This design comes from an exercise in tuning for small area on the open sky130 flow, not from production work. The RTL was checked by simulation tests, not by an equivalence proof against the original design. Power figures rest on the tool's default switching activity, not on a simulated workload. No driver is modelled on the clock port, so clocking that relies on it looks cheaper here than on a real chip.

// udp_tx_top
module udp_tx_top
#(
    parameter [47:0] BOARD_MAC  = 48'h00_0a_35_01_fe_c0,
    parameter [31:0] BOARD_IP   = 32'hc0_a8_00_0a,
    parameter [15:0] BOARD_PORT = 16'd1234,
    parameter [47:0] PC_MAC     = 48'hff_ff_ff_ff_ff_ff,
    parameter [31:0] PC_IP      = 32'hc0_a8_00_64,
    parameter [15:0] PC_PORT    = 16'd1234,
    parameter        FIFO_DEPTH = 32
)
(
    input  wire         clk,
    input  wire         rst_n,
    input  wire         send_en,
    input  wire [15:0]  send_data_num,
    input  wire         wr_en,
    input  wire [31:0]  wr_data,
    output wire         fifo_full,
    output wire         send_end,
    output wire         eth_tx_en,
    output wire [3:0]   eth_tx_data
);
For scale: about 1600 cells after synthesis, roughly 1100 flip-flops, ~59 I/O pins, about 0.037 mm2 of cells after synthesis.
==> flow/config.mk <==
export PLATFORM = sky130hd
export DESIGN_NAME = udp_tx_top
export DESIGN_NICKNAME = udp_tx_top
export VERILOG_FILES = /design/flow/design.v
export SDC_FILE = /design/flow/constraint.sdc
export NUM_CORES = 4
export LEC_CHECK = 0
export CAP_MARGIN = 20
export CORE_MARGIN = 2
export CORE_UTILIZATION = 60
export CTS_CLUSTER_DIAMETER = 90
export CTS_CLUSTER_SIZE = 32
export PLACE_DENSITY = 0.7
export SLEW_MARGIN = 20
==> flow/constraint.sdc <==
create_clock -name core_clock -period 6.5 [get_ports {clk}]
set_input_delay 1.3000 -clock core_clock [delete_from_list [all_inputs] [get_ports {clk}]]
set_output_delay 1.3000 -clock core_clock [all_outputs]
set_load 0.01 [all_outputs]
standard.sh (not shown) runs the stock make flow with config.mk's settings and CLKGATE_MAP_FILE= SYNTH_SCRIPT=/design/flow/synth_recipe.tcl, a recipe that flattens the netlist after the stock synthesis.
==> flow/flow/run.sh <==
#!/bin/bash
# Layout: the standard flow (standard.sh, the standard synthesis included)
# with two ORFS knobs set through the environment:
#  - port buffers of the smallest buffer cell instead of the flow's pick;
#  - clock tree synthesis with the sink clustering of config.mk and no dummy
#    loads.
# make's full output goes to make_flow.log; ORFS keeps each step's log under
# orfs/logs.
set -euo pipefail
cd "$(dirname "$0")/.."
export BUFFER_PORTS_ARGS="-buffer_cell sky130_fd_sc_hd__buf_1"
export CTS_ARGS="-sink_clustering_enable -repair_clock_nets -sink_clustering_size 32 -sink_clustering_max_diameter 90 -dont_use_dummy_load"
bash standard.sh > make_flow.log 2>&1
==> next run, changes <==
==> flow/run.sh (new file) <==
#!/bin/bash
# synth_recipe.tcl (not shown) runs the flow's synth.tcl, then flattens the netlist and writes it again
# the make line also repeats each setting of config.mk as NAME=value (left out here)
make -C /OpenROAD-flow-scripts/flow DESIGN_CONFIG=/design/flow/config.mk WORK_HOME=/design/flow/orfs CLKGATE_MAP_FILE= SYNTH_SCRIPT=/design/flow/synth_recipe.tcl finish
removed: flow/flow/run.sh
removed: flow/standard.sh
Outcome: The new run went through all stages and came out clean. Cell area rose by 1.1%. Area after synthesis stays the same. Setup slack degrades by 0.18 ns.
==> next run, changes <==
==> flow/flow/run.sh (new file) <==
#!/bin/bash
# Layout: the standard flow (standard.sh, the standard synthesis included)
# with two ORFS knobs set through the environment:
#  - port buffers of the smallest buffer cell instead of the flow's pick;
#  - clock tree synthesis with the sink clustering of config.mk and no dummy
#    loads.
# make's full output goes to make_flow.log; ORFS keeps each step's log under
# orfs/logs.
set -euo pipefail
cd "$(dirname "$0")/.."
export BUFFER_PORTS_ARGS="-buffer_cell sky130_fd_sc_hd__buf_1"
export CTS_ARGS="-sink_clustering_enable -repair_clock_nets -sink_clustering_size 32 -sink_clustering_max_diameter 90 -dont_use_dummy_load"
bash standard.sh > make_flow.log 2>&1
==> flow/standard.sh (new file) <==
#!/bin/bash
# synth_recipe.tcl (not shown) runs the flow's synth.tcl, then flattens the netlist and writes it again
# the make line also repeats each setting of config.mk as NAME=value (left out here)
make -C /OpenROAD-flow-scripts/flow DESIGN_CONFIG=/design/flow/config.mk WORK_HOME=/design/flow/orfs CLKGATE_MAP_FILE= SYNTH_SCRIPT=/design/flow/synth_recipe.tcl "${@:-finish}"
Settings changed: CAP_MARGIN 20 to 0, SLEW_MARGIN 20 to 0.
removed: flow/run.sh
What happened:
- area after synthesis stays the same
- hold slack degrades by 0.011 ns
- clock skew went up by 0.023 ns
- non-clock buffer count stays the same
- global-route usage went down by 0.62 points
- design area went down by 1.1%
- setup slack improves by 0.18 ns
- total power went down by 1.6%
- critical path depth went up by 2

Starting RTL as in the previous note.
// udp_tx_top
module udp_tx_top
#(
    parameter [47:0] BOARD_MAC  = 48'h00_0a_35_01_fe_c0,
    parameter [31:0] BOARD_IP   = 32'hc0_a8_00_0a,
    parameter [15:0] BOARD_PORT = 16'd1234,
    parameter [47:0] PC_MAC     = 48'hff_ff_ff_ff_ff_ff,
    parameter [31:0] PC_IP      = 32'hc0_a8_00_64,
    parameter [15:0] PC_PORT    = 16'd1234,
    parameter        FIFO_DEPTH = 32
)
(
    input  wire         clk,
    input  wire         rst_n,
    input  wire         send_en,
    input  wire [15:0]  send_data_num,
    input  wire         wr_en,
    input  wire [31:0]  wr_data,
    output wire         fifo_full,
    output wire         send_end,
    output wire         eth_tx_en,
    output wire [3:0]   eth_tx_data
);
==> flow/config.mk <==
export PLATFORM = sky130hd
export DESIGN_NAME = udp_tx_top
export DESIGN_NICKNAME = udp_tx_top
export VERILOG_FILES = /design/flow/design.v
export SDC_FILE = /design/flow/constraint.sdc
export NUM_CORES = 4
export LEC_CHECK = 0
export CAP_MARGIN = 20
export CORE_MARGIN = 2
export CORE_UTILIZATION = 60
export CTS_CLUSTER_DIAMETER = 90
export CTS_CLUSTER_SIZE = 32
export PLACE_DENSITY = 0.7
export SLEW_MARGIN = 20
==> flow/constraint.sdc <==
create_clock -name core_clock -period 6.5 [get_ports {clk}]
set_input_delay 1.3000 -clock core_clock [delete_from_list [all_inputs] [get_ports {clk}]]
set_output_delay 1.3000 -clock core_clock [all_outputs]
set_load 0.01 [all_outputs]
==> flow/flow/run.sh <==
#!/bin/bash
# Layout: the standard flow (standard.sh), with
#  - the standard synthesis, then its combinational logic mapped again for
#    area (flow/remap.ys, flow/remap.abc); the flip-flops are untouched;
#  - port buffers of the smallest buffer cell instead of the flow's pick;
#  - clock tree synthesis with the sink clustering of config.mk and no dummy
#    loads.
# Each tool's full output goes to a log in this folder: make_synth.log,
# remap_yosys.log, make_flow.log (ORFS also keeps each step's log under
# orfs/logs).
set -euo pipefail
cd "$(dirname "$0")/.."
WORK=$(pwd)
RES=$WORK/orfs/results/${FLOW_PLATFORM:-sky130hd}/udp_tx_top/base
export BUFFER_PORTS_ARGS="-buffer_cell sky130_fd_sc_hd__buf_1"
export CTS_ARGS="-sink_clustering_enable -repair_clock_nets -sink_clustering_size 20 -sink_clustering_max_diameter 90 -buf_list sky130_fd_sc_hd__clkbuf_8 -dont_use_dummy_load"

bash standard.sh synth > make_synth.log 2>&1

YOSYS=$(command -v yosys || true)
[[ -n "$YOSYS" ]] || YOSYS=$FLOW_HOME/../tools/install/yosys/bin/yosys
mkdir -p remap
cp "$RES/1_2_yosys.v" remap/std.v
cp flow/remap.ys flow/remap.abc remap/
ln -sf "$FLOW_HOME/platforms/sky130hd/lib/sky130_fd_sc_hd__tt_025C_1v80.lib" remap/lib.lib
(cd remap && "$YOSYS" -s remap.ys) > remap_yosys.log 2>&1
cp remap/remapped.v "$RES/1_2_yosys.v"
rm -f "$RES/1_synth.odb" "$RES/1_synth.sdc"

bash standard.sh > make_flow.log 2>&1
==> flow/flow/remap.abc <==
&get -n
&st
&syn2
&dch -f
&nf -R 1000
&put
Other scripts of this flow, unchanged in this note and not shown: flow/flow/remap.ys
The baseline went through all stages and came out clean.
Edit:
--- a/flow/flow/run.sh
+++ b/flow/flow/run.sh
@@ -16 +16 @@
-export CTS_ARGS="-sink_clustering_enable -repair_clock_nets -sink_clustering_size 20 -sink_clustering_max_diameter 90 -buf_list sky130_fd_sc_hd__clkbuf_8 -dont_use_dummy_load"
+export CTS_ARGS="-sink_clustering_enable -repair_clock_nets -sink_clustering_size 32 -sink_clustering_max_diameter 90 -dont_use_dummy_load"
==> flow/flow/remap.abc (replaced) <==
strash
dc2
dch -f
amap
Outcome: The new run completed without violations; via count rises by 3.5%; non-clock buffer count rises by 10; cell count rises by 2.6%; setup slack loses 130 ps; total power falls by 15%; count of clock-buffer cells in the layout falls by 24.
Edit:
--- a/flow/flow/run.sh
+++ b/flow/flow/run.sh
@@ -6,2 +6,2 @@
-#  - clock tree synthesis with the sink clustering of config.mk and no dummy
-#    loads.
+#  - clock tree synthesis with clkbuf_8 buffers, clusters of at most 20
+#    sinks, and no dummy loads.
@@ -16 +16 @@
-export CTS_ARGS="-sink_clustering_enable -repair_clock_nets -sink_clustering_size 32 -sink_clustering_max_diameter 90 -dont_use_dummy_load"
+export CTS_ARGS="-sink_clustering_enable -repair_clock_nets -sink_clustering_size 20 -sink_clustering_max_diameter 90 -buf_list sky130_fd_sc_hd__clkbuf_8 -dont_use_dummy_load"
==> flow/flow/remap.abc (replaced) <==
&get -n
&st
&syn2
&dch -f
&nf -R 1000
&st
&syn2
&dch -f
&nf -R 1000
&put
CTS_CLUSTER_DIAMETER = not set   (was 90)
CTS_CLUSTER_SIZE = not set   (was 32)
Result:
- The changed run went through all stages and came out clean
- synthesized area barely changes
- wire length decreases by about 5.6%
- utilization shrinks by 0.99 points
- clock power came out lower by 8.3%
- total power rises by about 35%
- synthesized cell count falls by about 4.3%
- final cell count drops by 2.1%
- global-route usage drops by 0.15 points
- design area goes down by about 1.3%
- sequential power rises by about 22%
Edit:
--- a/flow/flow/run.sh
+++ b/flow/flow/run.sh
@@ -6,2 +6,2 @@
-#  - clock tree synthesis with clkbuf_8 buffers, clusters of at most 20
-#    sinks, and no dummy loads.
+#  - clock tree synthesis with the sink clustering of config.mk and no dummy
+#    loads.
@@ -15,0 +16 @@
+export RECOVER_POWER=100
==> flow/flow/remap.abc (replaced) <==
&get -n
&st
&syn2
&dch -f
&nf -R 1000
&put
CTS_CLUSTER_DIAMETER = 90   (was not set)
CTS_CLUSTER_SIZE = 32   (was not set)
Now the flow finished but fails on capacitance limit, slew limit.
Via count falls by 0.31%.
Total power went down by 13%.
Global-route usage goes down by 0.28 points.
Design area went down by 0.37%.
Synthesized cell count barely changes.
Non-clock buffer count came out lower by 7.
Register-to-register slack is worse by 540 ps.
Die area hardly moves.
Clock power is about the same.
Final cell count goes down by 0.48%.

udp_tx_top, a different RTL version from the one above (not shown whole).
Size in the first run: roughly 1100 flip-flops, about 59 I/O pins, about 37000 um2 of cells after synthesis.
clock: 6.5 ns
lec_check: 0
cap_margin: 20
core_margin: 2
core_utilization: 70
cts_cluster_diameter: 50
cts_cluster_size: 30
place_density: 0.8
slew_margin: 20
run.sh (not shown) runs the stock make flow with config.mk's settings and CLKGATE_MAP_FILE= SYNTH_SCRIPT=/design/flow/synth_recipe.tcl, a recipe that flattens the netlist after the stock synthesis.
Stock flow here: none of the scripts above is used.
==> next run, changes <==
Settings changed: CORE_UTILIZATION 70 to 60, CTS_CLUSTER_DIAMETER 50 to 60, CTS_CLUSTER_SIZE 30 to 25, PLACE_DENSITY 0.8 to 0.7.
Final area shrinks slightly.
Power shrinks by a few percent.
Synthesized area is unchanged.
Clock power shrinks by about a fifth.
Non-clock buffer count grows by 2.

== cedar ==
udp_tx_top with an RTL version that a note above also has.
For scale: roughly 1600 cells after synthesis, roughly 59 I/O pins.
Design udp_tx_top, start of the top module:
module udp_tx_top
#(
    parameter [47:0] BOARD_MAC  = 48'h00_0a_35_01_fe_c0,
    parameter [31:0] BOARD_IP   = 32'hc0_a8_00_0a,
    parameter [15:0] BOARD_PORT = 16'd1234,
    parameter [47:0] PC_MAC     = 48'hff_ff_ff_ff_ff_ff,
    parameter [31:0] PC_IP      = 32'hc0_a8_00_64,
    parameter [15:0] PC_PORT    = 16'd1234,
    parameter        FIFO_DEPTH = 32
)
(
    input  wire         clk,
    input  wire         rst_n,
    input  wire         send_en,
    input  wire [15:0]  send_data_num,
    input  wire         wr_en,
    input  wire [31:0]  wr_data,
    output wire         fifo_full,
    output wire         send_end,
    output wire         eth_tx_en,
    output wire [3:0]   eth_tx_data
);
Settings: LEC_CHECK=0, CAP_MARGIN=20, CORE_MARGIN=2, CORE_UTILIZATION=60, CTS_CLUSTER_DIAMETER=90, CTS_CLUSTER_SIZE=32, PLACE_DENSITY=0.7, SLEW_MARGIN=20; clock period 6.5 ns.
standard.sh (not shown) runs the stock make flow with config.mk's settings and CLKGATE_MAP_FILE= SYNTH_SCRIPT=/design/flow/synth_recipe.tcl, a recipe that flattens the netlist after the stock synthesis.
==> flow/flow/run.sh <==
#!/bin/bash
# Layout: the standard flow (standard.sh), with
#  - the standard synthesis, then its combinational logic mapped again for
#    area (flow/remap.ys, flow/remap.abc); the flip-flops are untouched;
#  - port buffers of the smallest buffer cell instead of the flow's pick;
#  - clock tree synthesis with the sink clustering of config.mk and no dummy
#    loads.
# Each tool's full output goes to a log in this folder: make_synth.log,
# remap_yosys.log, make_flow.log (ORFS also keeps each step's log under
# orfs/logs).
set -euo pipefail
cd "$(dirname "$0")/.."
WORK=$(pwd)
RES=$WORK/orfs/results/${FLOW_PLATFORM:-sky130hd}/udp_tx_top/base
export BUFFER_PORTS_ARGS="-buffer_cell sky130_fd_sc_hd__buf_1"
export CTS_ARGS="-sink_clustering_enable -repair_clock_nets -sink_clustering_size 36 -sink_clustering_max_diameter 90 -dont_use_dummy_load"

bash standard.sh synth > make_synth.log 2>&1

YOSYS=$(command -v yosys || true)
[[ -n "$YOSYS" ]] || YOSYS=$FLOW_HOME/../tools/install/yosys/bin/yosys
mkdir -p remap
cp "$RES/1_2_yosys.v" remap/std.v
cp flow/remap.ys flow/remap.abc remap/
ln -sf "$FLOW_HOME/platforms/sky130hd/lib/sky130_fd_sc_hd__tt_025C_1v80.lib" remap/lib.lib
(cd remap && "$YOSYS" -s remap.ys) > remap_yosys.log 2>&1
cp remap/remapped.v "$RES/1_2_yosys.v"
rm -f "$RES/1_synth.odb" "$RES/1_synth.sdc"

bash standard.sh > make_flow.log 2>&1
Other scripts of this flow, unchanged in this note and not shown: flow/flow/remap.abc, flow/flow/remap.ys
In summary, cedar completed successfully, with a layout that passed the timing, DRC and antenna checks.
Input-level comparison between violet and cedar:
diff --git a/flow/flow/run.sh b/flow/flow/run.sh
--- a/flow/flow/run.sh
+++ b/flow/flow/run.sh
@@ -5,4 +5,4 @@
 #  - port buffers of the smallest buffer cell instead of the flow's pick;
-#  - clock tree synthesis with the sink clustering of config.mk and no dummy
-#    loads.
+#  - clock tree synthesis with clkbuf_8 buffers, clusters of at most 20
+#    sinks, and no dummy loads.
 # Each tool's full output goes to a log in this folder: make_synth.log,
@@ -15,3 +15,3 @@
 export BUFFER_PORTS_ARGS="-buffer_cell sky130_fd_sc_hd__buf_1"
-export CTS_ARGS="-sink_clustering_enable -repair_clock_nets -sink_clustering_size 36 -sink_clustering_max_diameter 90 -dont_use_dummy_load"
+export CTS_ARGS="-sink_clustering_enable -repair_clock_nets -sink_clustering_size 20 -sink_clustering_max_diameter 90 -buf_list sky130_fd_sc_hd__clkbuf_8 -dont_use_dummy_load"
 
diff --git a/flow/config.mk b/flow/config.mk
--- a/flow/config.mk
+++ b/flow/config.mk
@@ -10,5 +10,3 @@
 export CORE_UTILIZATION = 60
-export CTS_CLUSTER_DIAMETER = 90
-export CTS_CLUSTER_SIZE = 32
-export PLACE_DENSITY = 0.7
+export PLACE_DENSITY = 0.6
 export SLEW_MARGIN = 20
Findings:
Higher setup slack was reported by violet, not cedar. Compared with cedar, violet shows length of routed met2 wiring that has gone up slightly. violet vs. cedar: final-stage net count went up by 1.7%. violet vs. cedar: maximum fanout along the worst path went down by 25. From cedar to violet the numbers moved as follows: share of total power in combinational logic rose 0.2 points, overall routed net length rose about 0.8%.
Changes in ember relative to violet:
diff --git a/flow/config.mk b/flow/config.mk
--- a/flow/config.mk
+++ b/flow/config.mk
@@ -10,3 +10,4 @@
 export CORE_UTILIZATION = 60
-export PLACE_DENSITY = 0.6
+export GPL_TIMING_DRIVEN = 0
+export PLACE_DENSITY = 0.7
 export SLEW_MARGIN = 20
### Flow results
Between violet and ember, met3 capacity usage during global routing increased. Diff violet -> ember: setup slack has decreased; clock-buffer cell count higher. Reported for ember and violet, non-clock inverter total of the final layout turned out identical to the last digit.
Relative to ember, the following input files were edited for raven:
diff --git a/flow/flow/run.sh b/flow/flow/run.sh
--- a/flow/flow/run.sh
+++ b/flow/flow/run.sh
@@ -5,4 +5,4 @@
 #  - port buffers of the smallest buffer cell instead of the flow's pick;
-#  - clock tree synthesis with clkbuf_8 buffers, clusters of at most 20
-#    sinks, and no dummy loads.
+#  - clock tree synthesis with the sink clustering of config.mk and no dummy
+#    loads.
 # Each tool's full output goes to a log in this folder: make_synth.log,
@@ -15,3 +15,3 @@
 export BUFFER_PORTS_ARGS="-buffer_cell sky130_fd_sc_hd__buf_1"
-export CTS_ARGS="-sink_clustering_enable -repair_clock_nets -sink_clustering_size 20 -sink_clustering_max_diameter 90 -buf_list sky130_fd_sc_hd__clkbuf_8 -dont_use_dummy_load"
+export CTS_ARGS="-sink_clustering_enable -repair_clock_nets -sink_clustering_size 32 -sink_clustering_max_diameter 90 -dont_use_dummy_load"
 
diff --git a/flow/config.mk b/flow/config.mk
--- a/flow/config.mk
+++ b/flow/config.mk
@@ -10,3 +10,4 @@
 export CORE_UTILIZATION = 60
-export GPL_TIMING_DRIVEN = 0
+export CTS_CLUSTER_DIAMETER = 90
+export CTS_CLUSTER_SIZE = 32
 export PLACE_DENSITY = 0.7
--- outcome ---
Relative to ember, power has increased by 0.84% in raven.
ember completed every stage of the flow, and the final layout passed the timing, DRC and antenna checks.
raven finished every step from synthesis to the final layout, and the layout passed the timing, DRC and antenna checks.
On cell area, ember tracks raven almost exactly.
Relative to ember, post-route clock period utilization decreased by 5.1 points in raven.
| power share of the combinational group | raven vs ember | 0.3 points lower |
raven vs ember: number of nets in the final layout down
Mean number of vias per cell came out lower on raven than on ember.
Cmp raven and ember / headroom to the max-slew limit / higher: ember
raven vs. ember: final critical delay including setup and external delays now smaller, global-route usage went down 0.61 points.
raven vs. ember: met2 track demand over resource decreased 0.22 points; leakage component of the power essentially unchanged.

[separate check: timing with driven ports]
The results above use ideal ports. As a check the final layouts listed here were re-extracted and re-timed, cells and wires unchanged. Step 1 sets driving cells, clkbuf_16 on the clock port and buf_2 on the other inputs (assumed; they add their load-dependent delay and slew). Step 2, shift: input delay + t, output delay - t, t = (earliest + latest rising clock arrival at the registers) / 2. This alone moves slack from input paths to output paths. Three values: no drivers, after step 1, after step 2; two values: the first two.
run	t (ns)	setup WS [ns]	hold slack, ns	latest minus earliest clock arrival (ns)	cell pins on the clock port's net
the first run of note 1	0.623	1.288 / 1.288 / 1.288	0.328 / 0.328 / 0.328	0.055 / 0.055	1
the second run of note 1	0.653	1.110 / 1.110 / 1.110	0.339 / 0.339 / 0.339	0.032 / 0.033	1
the third run of note 1	0.624	1.294 / 1.294 / 1.294	0.328 / 0.328 / 0.328	0.055 / 0.056	1
the first run of note 2	0.700	0.650 / 0.650 / 0.650	0.338 / 0.338 / 0.338	0.053 / 0.053	1
the second run of note 2	0.627	0.516 / 0.516 / 0.516	0.347 / 0.347 / 0.347	0.071 / 0.071	1
the third run of note 2	0.699	1.168 / 1.168 / 1.168	0.344 / 0.344 / 0.344	0.082 / 0.083	1
the fourth run of note 2	0.699	0.626 / 0.626 / 0.626	0.338 / 0.338 / 0.338	0.056 / 0.055	1
the first run of note 3	0.710	0.797 / 0.797 / 0.797	0.333 / 0.333 / 0.333	0.040 / 0.040	1
the second run of note 3	0.680	0.928 / 0.928 / 0.928	0.325 / 0.325 / 0.325	0.039 / 0.040	1
cedar	0.623	0.631 / 0.631 / 0.631	0.340 / 0.340 / 0.340	0.065 / 0.065	1
violet	0.683	1.055 / 1.055 / 1.055	0.336 / 0.336 / 0.336	0.056 / 0.055	1
ember	0.685	0.421 / 0.421 / 0.421	0.338 / 0.338 / 0.338	0.055 / 0.055	1
raven	0.629	0.754 / 0.754 / 0.754	0.333 / 0.333 / 0.333	0.047 / 0.047	1
